What follows belongs to an exercise in optimizing a design on an open flow for small area, a short achievable clock period and few clock cycles; a production flow would make more cautious choices. Where RTL was checked, it was by simulation tests only, not by an equivalence proof against the original. Power is estimated from default activity; no workload was simulated.

Setup of v6:
==> module sha256_msg_padder, before the edit <==
module sha256_msg_padder #(
  parameter int LEN_W   = 64,
  parameter int TIMEOUT = 4096
) (
  input  logic                   Clk,
  input  logic                   Rst,
  input  logic [7:0]             i_Byte,
  input  logic                   i_fValid,
  input  logic                   i_fLast,
  output logic                   o_fReady,
  output logic [SHA_BLOCK_W-1:0] o_Data,
  output logic                   o_fStart,
  output logic                   o_fFirst,
  input  logic                   i_fDone,
  output logic                   o_fMsgDone,
  output logic                   o_fErr
);
  localparam int TMO_W  = $clog2(TIMEOUT) + 1;    
  localparam int HI_W   = LEN_W - 9;              
  localparam int CH_W   = 8;                      
  localparam int N_CH   = (HI_W + CH_W - 1) / CH_W;
  sha256_pkg::pad_phase_t ph_q, ph_d;
  logic              need80_q, need80_d;
  logic [5:0]        pos_q, pos_d;           
  logic              full_q, full_d;         
  logic              s_final_q, s_final_d;   
  logic              first_pend_q, first_pend_d;
  logic              ready_q, ready_d;
  logic [5:0]        lo_q, lo_d;             
  logic [HI_W-1:0]   hi_q, hi_d;             
  logic [N_CH-1:0]   cy_q, cy_d;             
  logic              hi_ones_q;
  logic              live_q;                 
  logic              start_q, out_q, out_d;
  logic              r_first_q, r_final_q;
  logic [TMO_W-1:0]  tcnt_q, tcnt_d;
  logic              msgdone_q, err_q, err_d;
  logic              accept, shift, xfer, ack, tmo, flush, near_tmo, len_end, clr, inc;
  logic [7:0]        in_byte, len_byte;
  logic [63:0]       len_field;
  assign len_field = {hi_q, lo_q, 3'b000};
  assign len_byte  = len_field[63 - 8*pos_q[2:0] -: 8];
  sha256_blk_buf u_buf (
    .Clk     (Clk),
    .shift   (shift),
    .in_byte (in_byte),
    .load    (xfer),
    .rd_data (o_Data)
  );
  always_comb begin
    accept   = i_fValid & ready_q;
    ack      = out_q & i_fDone;
    tmo      = out_q & ~i_fDone & tcnt_q[TMO_W-1];
    near_tmo = out_q & ~i_fDone & (tcnt_q == TMO_W'(TIMEOUT - 1));
    flush    = tmo & ~r_final_q;
    xfer     = full_q & (~(start_q | out_q) | ack);
    shift    = (ph_q == PH_DATA) ? accept : ~full_q;
    len_end  = (ph_q == PH_LEN) & shift & (pos_q == 6'd63);
    clr      = flush | len_end | ~live_q;
    inc      = (ph_q == PH_DATA) & accept;
    case (ph_q)
      PH_DATA: in_byte = i_Byte;
      PH_PAD:  in_byte = need80_q ? PAD_BYTE : 8'h00;
      default: in_byte = len_byte;
    endcase
    ph_d     = ph_q;
    need80_d = need80_q;
    case (ph_q)
      PH_DATA: if (accept && i_fLast) begin
        ph_d     = PH_PAD;
        need80_d = 1'b1;
      end
      PH_PAD: if (shift) begin
        need80_d = 1'b0;
        if (pos_q == 6'(LEN_FIELD_OFS - 1)) ph_d = PH_LEN;
      end
      default: if (len_end) ph_d = PH_DATA;
    endcase
    pos_d        = shift ? pos_q + 6'd1 : pos_q;
    full_d       = (shift & (pos_q == 6'd63)) | (full_q & ~xfer);
    s_final_d    = len_end | (s_final_q & ~xfer);
    first_pend_d = xfer ? s_final_q : first_pend_q;
    if (flush) begin
      ph_d         = PH_DATA;
      need80_d     = 1'b0;
      pos_d        = '0;
      full_d       = 1'b0;
      s_final_d    = 1'b0;
      first_pend_d = 1'b1;
    end
    ready_d = (ph_d == PH_DATA) & ~full_d & ~near_tmo;
    lo_d = lo_q + 6'(inc);
    hi_d = hi_inc;
    cy_d = cy_nxt;
    if (clr) begin
      lo_d = '0;
      hi_d = '0;
      cy_d = '0;
    end
    out_d  = start_q | (out_q & ~i_fDone & ~tcnt_q[TMO_W-1]);
    tcnt_d = xfer ? '0 : (out_q ? tcnt_q + TMO_W'(1) : tcnt_q);
    err_d  = err_q | tmo | (inc & (lo_q == 6'd63) & hi_ones_q);
  end
  logic [HI_W-1:0] hi_inc;
  logic [N_CH-1:0] cy_nxt;
  for (genvar c = 0; c < N_CH; c++) begin : g_hi
    localparam int W = (c == N_CH - 1) ? HI_W - CH_W * c : CH_W;
    logic cin;
    assign cin = cy_q[c];
    assign hi_inc[CH_W*c +: W] = hi_q[CH_W*c +: W] + W'(cin);
    if (c + 1 < N_CH) begin : g_cy
      assign cy_nxt[c + 1] = cin & (&hi_q[CH_W*c +: W]);
    end
  end
  assign cy_nxt[0] = inc & (lo_q == 6'd63);
  always_ff @(posedge Clk or posedge Rst) begin
    if (Rst) begin
      ph_q         <= PH_DATA;
      need80_q     <= 1'b0;
      pos_q        <= '0;
      full_q       <= 1'b0;
      s_final_q    <= 1'b0;
      first_pend_q <= 1'b1;
      ready_q      <= 1'b0;
      live_q       <= 1'b0;
      start_q      <= 1'b0;
      out_q        <= 1'b0;
      msgdone_q    <= 1'b0;
      err_q        <= 1'b0;
    end else begin
      ph_q         <= ph_d;
      need80_q     <= need80_d;
      pos_q        <= pos_d;
      full_q       <= full_d;
      s_final_q    <= s_final_d;
      first_pend_q <= first_pend_d;
      ready_q      <= ready_d;
      live_q       <= 1'b1;
      start_q      <= xfer;
      out_q        <= out_d;
      msgdone_q    <= ack & r_final_q;
      err_q        <= err_d;
    end
  end
  always_ff @(posedge Clk) begin
    lo_q      <= lo_d;
    hi_q      <= hi_d;
    cy_q      <= cy_d;
    hi_ones_q <= &hi_q;
  end
  always_ff @(posedge Clk) begin
    if (xfer) begin
      r_first_q <= first_pend_q;
      r_final_q <= s_final_q;
    end
    tcnt_q <= tcnt_d;
  end
  assign o_fReady   = ready_q;
  assign o_fStart   = start_q;
  assign o_fFirst   = r_first_q;
  assign o_fMsgDone = msgdone_q;
  assign o_fErr     = err_q;
endmodule
Settings: LEC_CHECK=0, CAP_MARGIN=20, CORE_MARGIN=2, CORE_UTILIZATION=40, CTS_CLUSTER_DIAMETER=150, CTS_CLUSTER_SIZE=30, SETUP_SLACK_MARGIN=3.0, SLEW_MARGIN=20; clock period 5.0 ns.
run.sh (not shown) runs the stock make flow with config.mk's settings and CLKGATE_MAP_FILE= SYNTH_SCRIPT=/design/flow/synth_recipe.tcl, a recipe that flattens the netlist after the stock synthesis.
v6 ran to completion and came out clean on the timing, DRC and antenna checks.
Testbench counts of v6, summed over its fixed seeds: cycles 56,712.
## Diff of input files: v7 against v6
--- a/flow/design.v
+++ b/flow/design.v
@@ -62,9 +62,8 @@
   logic [5:0]        lo_q, lo_d;             
   logic [HI_W-1:0]   hi_q, hi_d;             
   logic [N_CH-1:0]   cy_q, cy_d;             
   logic              hi_ones_q;
-  logic              live_q;                 
   logic              start_q, out_q, out_d;
   logic              r_first_q, r_final_q;
   logic [TMO_W-1:0]  tcnt_q, tcnt_d;
   logic              msgdone_q, err_q, err_d;
@@ -88,9 +87,9 @@
     flush    = tmo & ~r_final_q;
     xfer     = full_q & (~(start_q | out_q) | ack);
     shift    = (ph_q == PH_DATA) ? accept : ~full_q;
     len_end  = (ph_q == PH_LEN) & shift & (pos_q == 6'd63);
-    clr      = flush | len_end | ~live_q;
+    clr      = flush | len_end;
     inc      = (ph_q == PH_DATA) & accept;
     case (ph_q)
       PH_DATA: in_byte = i_Byte;
       PH_PAD:  in_byte = need80_q ? PAD_BYTE : 8'h00;
@@ -154,9 +153,12 @@
       full_q       <= 1'b0;
       s_final_q    <= 1'b0;
       first_pend_q <= 1'b1;
       ready_q      <= 1'b0;
-      live_q       <= 1'b0;
+      lo_q         <= '0;
+      hi_q         <= '0;
+      cy_q         <= '0;
+      hi_ones_q    <= 1'b0;
       start_q      <= 1'b0;
       out_q        <= 1'b0;
       msgdone_q    <= 1'b0;
       err_q        <= 1'b0;
@@ -167,20 +169,17 @@
       full_q       <= full_d;
       s_final_q    <= s_final_d;
       first_pend_q <= first_pend_d;
       ready_q      <= ready_d;
-      live_q       <= 1'b1;
+      lo_q         <= lo_d;
+      hi_q         <= hi_d;
+      cy_q         <= cy_d;
+      hi_ones_q    <= &hi_q;
       start_q      <= xfer;
       out_q        <= out_d;
       msgdone_q    <= ack & r_final_q;
       err_q        <= err_d;
     end
-  end
-  always_ff @(posedge Clk) begin
-    lo_q      <= lo_d;
-    hi_q      <= hi_d;
-    cy_q      <= cy_d;
-    hi_ones_q <= &hi_q;
   end
   always_ff @(posedge Clk) begin
     if (xfer) begin
       r_first_q <= first_pend_q;
[summary]
Compared with v6, in v7 final cell count down about 0.9%, met2 layer usage reported by global route up 0.33 points.
On clock insertion delay at the later pin of the skew report, v7 and v6 are basically level.
Looking at internal power contribution, v7 sits 1.3 mW above v6.
Changes observed in v7 relative to v6: worst setup slack after layout shows a reduction of 24 ps, total power shows an increase of 10%.
| quantity of gates resized following cts | v6 vs v7 | ≈ equal |
[compare] base=v6 new=v7: clock buffer count up about 14%; part of the power in combinational logic up 1.3 points.
Function not checked in v7: the RTL went through the layout flow alone.

## port drivers added, routing unchanged
The flow's constraints put no driver on any port. The routed layouts listed below were extracted and timed again, unchanged, in two steps. Step 1 assumes that a clkbuf_16 drives the clock port and a buf_2 every other input. Step 2 moves the port delays by t, midway between the first and last clock arrival at a register: inputs arrive t later, outputs are due t later. That takes back most of the time a late clock gives input paths. a / b / c = ideal / step 1 / step 2; a / b = the first two.
run | t (ns) | setup WS [ns] | worst setup path after step 2 | clock arrival spread, ns
v6 | 0.651 | 2.722 / 2.664 / 2.347 | input to register | 0.032 / 0.032
v7 | 0.659 | 2.698 / 2.639 / 2.342 | input to register | 0.044 / 0.044
After both steps every run listed still meets setup and hold. The setup slack of v6, which loses most, moves by -0.058 ns with the drivers and by -0.375 ns with both steps.
